This is an optimization exercise on Yosys and OpenROAD, whose aim is small area, a short achievable clock period and few clock cycles per item, not a production implementation. The RTL was checked by simulation tests, not by an equivalence proof against the original design. Power figures rest on the tool's default switching activity, not on a simulated workload.

==> inputs of exp/tundra <==
// lenet_top
module lenet_top
(
    input  logic               clk,
    input  logic               rst,
    input  logic               start,
    input  logic [graph_w-1:0] graph,
    input  logic               load_we,
    input  logic               load_bank,
    input  logic [addr_w-1:0]  load_addr,
    input  logic [data_w-1:0]  load_data,
    output logic [num_labels*data_w-1:0] result,
    output logic               done
);
    logic                          wr_q, bank_q;
    logic [addr_w-1:0]             addr_q;
    logic [data_w-1:0]             data_q;
    logic [num_groups-1:0]         grp_we;
    logic [num_groups-1:0][data_w-1:0] grp_data;
    bank_switch u_load (
        .clk(clk), .load_we(load_we), .load_bank(load_bank),
        .load_addr(load_addr), .load_data(load_data),
        .wr_q(wr_q), .bank_q(bank_q), .addr_q(addr_q), .data_q(data_q),
        .grp_we(grp_we), .grp_data(grp_data)
    );
    logic [input_depth-1:0][data_w-1:0]  img;
    logic [weight_depth-1:0][data_w-1:0] wt;
    logic [num_groups*64-1:0][data_w-1:0] gmem;
    for (genvar g = 0; g < num_groups; g++)
    begin : g_ram
  ...
clock: 7.0 ns
lec_check: 0
cap_margin: 20
core_margin: 2
core_utilization: 40
setup_slack_margin: 4
slew_margin: 20
run.sh (not shown) runs the stock make flow with config.mk's settings and CLKGATE_MAP_FILE= SYNTH_SCRIPT=/design/flow/synth_recipe.tcl, a recipe that flattens the netlist after the stock synthesis.
==> exp/maple: changes against exp/tundra <==
--- a/flow/design.v
+++ b/flow/design.v
@@ -4,15 +4,15 @@
     localparam int fc_in       = 16;
     localparam int num_labels  = 10;
     localparam int num_graphs  = 4;
     localparam int graph_w     = $clog2(num_graphs);
     localparam int img_words   = img_size * img_size;
     localparam int num_macs    = num_labels / 2;
     localparam int frac_bits   = 4;
-    localparam int acc_w       = 2 * data_w + $clog2(fc_in) + 1;
+    localparam int acc_w       = 2 * data_w + $clog2(fc_in);
     localparam int sat_max     = 2 ** (data_w - 1) - 1;
     localparam int addr_w        = 8;
     localparam int bias_base     = 0;
     localparam int weight_base   = num_labels;
     localparam int input_depth   = num_graphs * img_words;
     localparam int weight_depth  = weight_base + num_labels * fc_in;
     localparam int num_groups    = num_graphs + 3;
@@ -22,71 +22,68 @@
 module byte_ram
 #(
     parameter int depth = 64
 )
 (
     input  logic                         clk,
     input  logic                         we,
-    input  logic [5:0]                   addr,
+    input  logic [7:0]                   addr_lo,
+    input  logic [7:0]                   addr_hi,
     input  logic [data_w-1:0]            wdata,
     output logic [depth-1:0][data_w-1:0] mem
 );
     for (genvar a = 0; a < depth; a++)
     begin : g_byte
         always_ff @(posedge clk)
-            if (we && addr == 6'(a))
+            if (we && addr_lo[a % 8] && addr_hi[a / 8])
                 mem[a] <= wdata;
     end
 endmodule
 `timescale 1ns/1ps
 import lenet_pkg::*;
 module bank_switch
 (
-    input  logic                          clk,
-    input  logic                          load_we,
-    input  logic                          load_bank,
-    input  logic [addr_w-1:0]             load_addr,
-    input  logic [data_w-1:0]             load_data,
-    output logic                          wr_q,
-    output logic                          bank_q,
-    output logic [addr_w-1:0]             addr_q,
-    output logic [data_w-1:0]             data_q,
-    output logic [num_groups-1:0]         grp_we,
-    output logic [num_groups-1:0][data_w-1:0] grp_data
+    input  logic                              clk,
+    input  logic                              load_we,
+    input  logic                              load_bank,
+    input  logic [addr_w-1:0]                 load_addr,
+    input  logic [data_w-1:0]                 load_data,
+    output logic [num_groups-1:0]             grp_we,
+    output logic [num_groups-1:0][data_w-1:0] grp_data,
+    output logic [7:0]                        addr_lo,
+    output logic [7:0]                        addr_hi
 );
     logic [num_groups-1:0] hit;
     always_comb
     begin
         for (int g = 0; g < num_groups; g++)
             hit[g] = load_we && (load_bank == (g >= num_graphs))
                   && (load_addr[7:6] == 2'(g % num_graphs));
     end
     always_ff @(posedge clk)
     begin
-        wr_q   <= load_we;
-        bank_q <= load_bank;
-        addr_q <= load_addr;
-        data_q <= load_data;
-        grp_we <= hit;
+        grp_we  <= hit;
+        addr_lo <= 8'(1) << load_addr[2:0];
+        addr_hi <= 8'(1) << load_addr[5:3];
         for (int g = 0; g < num_groups; g++)
             if (hit[g])
                 grp_data[g] <= load_data;
     end
 endmodule
 `timescale 1ns/1ps
 import lenet_pkg::*;
 module layer_sequencer
 (
     input  logic               clk,
     input  logic               rst,
     input  logic               start,
     input  logic [graph_w-1:0] graph,
-    input  logic               wr_q,
-    input  logic               bank_q,
-    input  logic [addr_w-1:0]  addr_q,
+    input  logic               load_we,
+    input  logic               load_bank,
+    input  logic [addr_w-1:0]  load_addr,
     output logic               stream_v,
     output logic [graph_w-1:0] rd_g,
     output logic [5:0]         rd_cnt,
     output logic               rd_v,
     output logic [5:0]         rd_k,
     output logic               rd_load,
     output logic               done
@@ -95,20 +92,20 @@
     state_t             state;
     logic [2:0]         wait_cnt;
     logic               trk_act, trk_done;
     logic [graph_w-1:0] trk_g;
     logic [5:0]         trk_exp;
     logic               is_img, s_first, s_next, s_last, fast_ok, go;
     logic               replay_end;
-    assign is_img   = wr_q && !bank_q;
-    assign s_first  = is_img && (addr_q[5:0] == 6'd0);
-    assign s_next   = is_img && trk_act && (addr_q == {trk_g, trk_exp});
-    assign s_last   = s_next && (addr_q[5:0] == 6'd63);
+    assign is_img   = load_we && !load_bank;
+    assign s_first  = is_img && (load_addr[5:0] == 6'd0);
+    assign s_next   = is_img && trk_act && (load_addr == {trk_g, trk_exp});
+    assign s_last   = s_next && (load_addr[5:0] == 6'd63);
     assign stream_v = s_first || s_next;
-    assign fast_ok  = (graph == trk_g) && ((trk_done && !wr_q) || s_last);
+    assign fast_ok  = (graph == trk_g) && trk_done;
     assign go       = (state == st_idle) && start;
     assign rd_load  = go;
     assign replay_end = (state == st_replay) && (rd_cnt == 6'd63);
     always_ff @(posedge clk)
     begin
         if (rst)
         begin
@@ -121,21 +118,21 @@
             trk_done <= 1'b0;
         end
         else if (replay_end)
         begin
             trk_done <= 1'b1;
             trk_g    <= rd_g;
         end
-        else if (wr_q)
+        else if (load_we)
         begin
             if (s_first)
             begin
                 trk_act  <= 1'b1;
                 trk_done <= 1'b0;
-                trk_g    <= addr_q[7:6];
+                trk_g    <= load_addr[7:6];
                 trk_exp  <= 6'd1;
             end
             else if (s_next)
             begin
                 trk_exp <= trk_exp + 6'd1;
                 if (s_last)
                 begin
@@ -166,15 +163,15 @@
                     if (start)
                     begin
                         rd_g   <= graph;
                         rd_cnt <= 6'd0;
                         if (fast_ok)
                         begin
                             state    <= st_wait;
-                            wait_cnt <= 3'd3;
+                            wait_cnt <= 3'd2;
                         end
                         else
                             state <= st_replay;
                     end
                 st_replay:
                 begin
                     rd_v   <= 1'b1;
@@ -218,48 +215,63 @@
     output logic [data_w:0]   pooled_neg,
     output logic [3:0]        pooled_idx,
     output logic              pooled_v
 );
     logic signed [data_w-1:0] prev;
     logic signed [data_w-1:0] line [4];
     logic signed [data_w-1:0] x, d, pair_max, win_max;
+    logic signed [data_w:0]   x_neg, prev_neg, d_neg, win_neg;
     logic                     x_ge_p, x_ge_d, p_ge_d;
     logic                     pair_end, win_end;
     assign x        = $signed(in_px);
     assign d        = line[3];
     assign x_ge_p   = (x >= prev);
     assign x_ge_d   = (x >= d);
     assign p_ge_d   = (prev >= d);
     assign pair_max = x_ge_p ? x : prev;
     assign pair_end = in_v && in_k[0];
     assign win_end  = pair_end && in_k[3];
+    assign x_neg = -{x[data_w-1], x};
     always_comb
     begin
         if (x_ge_p && x_ge_d)
+        begin
             win_max = x;
+            win_neg = x_neg;
+        end
         else if (!x_ge_p && p_ge_d)
+        begin
             win_max = prev;
+            win_neg = prev_neg;
+        end
         else
+        begin
             win_max = d;
+            win_neg = d_neg;
+        end
     end
     always_ff @(posedge clk)
     begin
         if (in_v)
-            prev <= x;
+        begin
+            prev     <= x;
+            prev_neg <= x_neg;
+        end
         if (pair_end)
         begin
             line[0] <= pair_max;
             line[1] <= line[0];
             line[2] <= line[1];
             line[3] <= line[2];
+            d_neg   <= -{line[2][data_w-1], line[2]};
         end
         if (win_end)
         begin
             pooled     <= win_max;
-            pooled_neg <= -{win_max[data_w-1], win_max};
+            pooled_neg <= win_neg;
             pooled_idx <= {in_k[5:4], in_k[2:1]};
         end
         pooled_v <= win_end;
     end
 endmodule
 `timescale 1ns/1ps
 import lenet_pkg::*;
@@ -267,15 +279,14 @@
 (
     input  logic                     clk,
     input  logic [data_w-1:0]        x,         
     input  logic [data_w:0]          nx,        
     input  logic [3*data_w/2-1:0]    digits,    
     input  logic                     init,      
     input  logic                     add,       
-    input  logic                     hold,      
     input  logic [data_w-1:0]        bias_lo,
     input  logic [data_w-1:0]        bias_hi,
     output logic [data_w-1:0]        score_lo,
     output logic [data_w-1:0]        score_hi
 );
     localparam int pp_w   = data_w + 2;
     localparam int half_w = data_w + 4;
@@ -326,19 +337,16 @@
         end
     end
     logic [data_w-1:0] clamp_lo, clamp_hi;
     result_gather u_clamp_lo (.acc(acc_b), .score(clamp_lo));
     result_gather u_clamp_hi (.acc(acc_a), .score(clamp_hi));
     always_ff @(posedge clk)
     begin
-        if (!hold)
-        begin
-            score_lo <= clamp_lo;
-            score_hi <= clamp_hi;
-        end
+        score_lo <= clamp_lo;
+        score_hi <= clamp_hi;
     end
 endmodule
 `timescale 1ns/1ps
 import lenet_pkg::*;
 module result_gather
 (
     input  logic signed [acc_w-1:0] acc,
@@ -347,15 +355,15 @@
     always_comb
     begin
         if (acc[acc_w-1])
             score = '0;
         else if (|acc[acc_w-2:frac_bits+data_w-1])
             score = data_w'(sat_max);
         else
-            score = acc[frac_bits+data_w-1:frac_bits];
+            score = {1'b0, acc[frac_bits+data_w-2:frac_bits]};
     end
 endmodule
 `timescale 1ns/1ps
 import lenet_pkg::*;
 module lenet_top
 (
     input  logic               clk,
@@ -365,66 +373,65 @@
     input  logic               load_we,
     input  logic               load_bank,
     input  logic [addr_w-1:0]  load_addr,
     input  logic [data_w-1:0]  load_data,
     output logic [num_labels*data_w-1:0] result,
     output logic               done
 );
-    logic                          wr_q, bank_q;
-    logic [addr_w-1:0]             addr_q;
-    logic [data_w-1:0]             data_q;
-    logic [num_groups-1:0]         grp_we;
+    logic [num_groups-1:0]             grp_we;
     logic [num_groups-1:0][data_w-1:0] grp_data;
+    logic [7:0]                        addr_lo, addr_hi;
     bank_switch u_load (
         .clk(clk), .load_we(load_we), .load_bank(load_bank),
         .load_addr(load_addr), .load_data(load_data),
-        .wr_q(wr_q), .bank_q(bank_q), .addr_q(addr_q), .data_q(data_q),
-        .grp_we(grp_we), .grp_data(grp_data)
+        .grp_we(grp_we), .grp_data(grp_data), .addr_lo(addr_lo), .addr_hi(addr_hi)
     );
     logic [input_depth-1:0][data_w-1:0]  img;
     logic [weight_depth-1:0][data_w-1:0] wt;
     logic [num_groups*64-1:0][data_w-1:0] gmem;
     for (genvar g = 0; g < num_groups; g++)
     begin : g_ram
         byte_ram #(.depth(g < num_groups - 1 ? 64 : weight_depth - 128)) u_ram (
-            .clk(clk), .we(grp_we[g]), .addr(addr_q[5:0]), .wdata(grp_data[g]),
+            .clk(clk), .we(grp_we[g]), .addr_lo(addr_lo), .addr_hi(addr_hi),
+            .wdata(grp_data[g]),
             .mem(gmem[64*g +: (g < num_groups - 1 ? 64 : weight_depth - 128)])
         );
     end
     assign img = gmem[0 +: input_depth];
     assign wt  = gmem[input_depth +: weight_depth];
     logic               stream_v, rd_v;
     logic [graph_w-1:0] rd_g;
     logic [5:0]         rd_cnt, rd_k;
     logic               rd_load;
     layer_sequencer u_sequencer (
         .clk(clk), .rst(rst), .start(start), .graph(graph),
-        .wr_q(wr_q), .bank_q(bank_q), .addr_q(addr_q),
+        .load_we(load_we), .load_bank(load_bank), .load_addr(load_addr),
         .stream_v(stream_v), .rd_g(rd_g), .rd_cnt(rd_cnt),
         .rd_v(rd_v), .rd_k(rd_k), .rd_load(rd_load), .done(done)
     );
     logic [data_w-1:0]       rd_px;
+    logic [1:0][data_w-1:0]  rd_half;
     logic [15:0]             rd_col, rd_row;
     logic [15:0][data_w-1:0] rd_part;
-    logic [data_w-1:0]       rd_sel;
+    logic [1:0][data_w-1:0]  rd_sel;
     always_comb
     begin
         for (int b = 0; b < 16; b++)
         begin
             rd_part[b] = '0;
             for (int a = 0; a < 16; a++)
                 rd_part[b] = rd_part[b] | (img[16 * b + a] & {data_w{rd_col[a]}});
         end
         rd_sel = '0;
         for (int b = 0; b < 16; b++)
-            rd_sel = rd_sel | (rd_part[b] & {data_w{rd_row[b]}});
+            rd_sel[b / 8] = rd_sel[b / 8] | (rd_part[b] & {data_w{rd_row[b]}});
     end
     always_ff @(posedge clk)
     begin
-        rd_px <= rd_sel;
+        rd_half <= rd_sel;
         if (rd_load)
         begin
             rd_col <= 16'd1;
             rd_row <= 16'(1) << {graph, 2'b00};
         end
         else
         begin
@@ -433,29 +440,31 @@
                 rd_row <= {rd_row[14:0], rd_row[15]};
         end
     end
     logic              feed_v;
     logic [5:0]        feed_k;
     logic [data_w-1:0] feed_px;
     assign feed_v  = stream_v || rd_v;
-    assign feed_k  = rd_v ? rd_k : addr_q[5:0];
-    assign feed_px = rd_v ? rd_px : data_q;
+    assign feed_k  = rd_v ? rd_k : load_addr[5:0];
+    assign rd_px   = rd_half[0] | rd_half[1];
+    assign feed_px = rd_v ? rd_px : load_data;
     logic [data_w-1:0] pooled;
     logic [data_w:0]   pooled_neg;
     logic [3:0]        pooled_idx;
     logic              pooled_v;
     max_pool u_max_pool (
         .clk(clk), .in_v(feed_v), .in_k(feed_k), .in_px(feed_px),
         .pooled(pooled), .pooled_neg(pooled_neg), .pooled_idx(pooled_idx), .pooled_v(pooled_v)
     );
     logic                               win_end;
     logic [2*fc_in-1:0]                 wsel;
     logic [num_macs-1:0][data_w-1:0]    w_sel;
     logic [num_macs-1:0][3*data_w/2-1:0] digits;
-    logic                               hi_phase, add, add_lo, hold, init;
+    logic                               hi_phase, add, init;
+    logic                               pv1;
     assign win_end = feed_v && feed_k[0] && feed_k[3];
     always_ff @(posedge clk)
     begin
         if (feed_v && feed_k == 6'd0)
             wsel <= (2*fc_in)'(1);
         else if (win_end || hi_phase)
             wsel <= {wsel[2*fc_in-2:0], wsel[2*fc_in-1]};
@@ -483,23 +492,22 @@
                 b1 = w_sel[j][2*d];
                 b0 = (d == 0) ? 1'b0 : w_sel[j][2*d-1];
                 digits[j][3*d+2] <= b2 && !(b1 && b0);
                 digits[j][3*d+1] <= (b2 && !b1 && !b0) || (!b2 && b1 && b0);
                 digits[j][3*d]   <= b1 ^ b0;
             end
         end
-        add_lo <= pooled_v;
-        add    <= pooled_v || add_lo;
-        hold   <= add_lo;
+        pv1  <= pooled_v;
+        add  <= pooled_v || pv1;
         init <= feed_v && feed_k == 6'd8;
     end
     for (genvar j = 0; j < num_macs; j++)
     begin : g_mac
         fc_layer u_fc (
             .clk(clk), .x(pooled), .nx(pooled_neg), .digits(digits[j]),
-            .init(init), .add(add), .hold(hold),
+            .init(init), .add(add),
             .bias_lo(wt[bias_base + j]), .bias_hi(wt[bias_base + j + num_macs]),
             .score_lo(result[data_w*j +: data_w]),
             .score_hi(result[data_w*(j+num_macs) +: data_w])
         );
     end
 endmodule
CTS_CLUSTER_DIAMETER = 80   (was default)
CTS_CLUSTER_SIZE = 25   (was default)
PLACE_DENSITY = 0.75   (was default)
SETUP_SLACK_MARGIN = 4.3   (was 4)
==> comparison <==
- exp/tundra finished clean. exp/maple went through all stages and came out clean.
- Between exp/tundra and exp/maple, the lower clock power is in exp/maple (gap about 70%, measured against exp/maple).
- Between exp/maple and exp/tundra, the lower total power is in exp/tundra (gap about 3%, measured against exp/tundra).
- Wire length: exp/tundra is higher than exp/maple (about 12%).
- In exp/maple the utilization is lower than in exp/tundra, by 1.7 points.
- Against exp/tundra, the final cell count of exp/maple is smaller by 2.8%.
- In exp/maple the synthesized cell count is larger than in exp/tundra, by 1.3%.
- Of exp/tundra and exp/maple, exp/maple has the higher flip-flop and latch count (gap 1).
- Between exp/tundra and exp/maple, the lower sequential share of layout area is in exp/tundra (gap 2.0 points).
==> figures <==
item	exp/tundra	exp/maple
Result of the run	no timing/DRC/antenna violations	no timing/DRC/antenna violations
Number of detailed-routing iterations run before antenna repair	6	8
Synthesis-stage register bit count	4,123	4,124
Post-cts sizing count	611	690
Total clock sinks	4,123	4,124
Fraction of power spent switching nets	0.283	0.345
Initial standard-cell utilization of the core	0.401	0.402
Share of synthesized cell area in and, or, nand and nor gates	0.0551	0.0633
Endpoint with the worst hold slack	hold	u_max_pool.line[2][3]
Net switching power figure	17.8 mW	22.3 mW
Share of the synthesized area in compound gates (AO/OA/AOI/OAI)	0.122	0.124
Number of port buffers	103	93
Layout Cells excl Fill	16,117	15,667
Area share of fa/ha/maj cells after synthesis	0.0303	0.0292
Number of antenna cells inserted	80	22
Met1 Routed Length	203,000 um	168,000 um
Met1 capacity usage during global routing	0.340	0.292
Vert. Die Dim	639 um	640 um
Testbench counts of exp/tundra, summed over its fixed seeds: cycles 13,440, inferences 192.
Testbench counts of exp/maple, summed over its fixed seeds: cycles 13,248, inferences 192.

-- re-timing with driven ports --
Ports are ideal in the flow. The routed layouts listed here were re-timed in OpenROAD.
Step 1 (the two cells are an assumption about what drives the block):
set clk [get_ports {clk}]
set_driving_cell -lib_cell sky130_fd_sc_hd__clkbuf_16 $clk
set_driving_cell -lib_cell sky130_fd_sc_hd__buf_2 [delete_from_list [all_inputs] $clk]
Step 2, shift: input delay + t, output delay - t, t = (earliest + latest rising clock arrival at the registers) / 2. This alone moves slack from input paths to output paths.
Slacks: no drivers / after step 1 / after step 2; pairs: no drivers / after step 1.
run | shift t [ns] | slack for setup (ns) | worst setup path at the end
exp/tundra | 1.080 | 3.708 / 3.708 / 3.242 | input to register
exp/maple | 1.068 | 4.099 / 4.047 / 3.287 | input to register
After both steps every run listed still meets setup and hold. For exp/maple, which loses most, drivers alone change the setup slack by -0.052 ns; drivers and shift together by -0.812 ns.
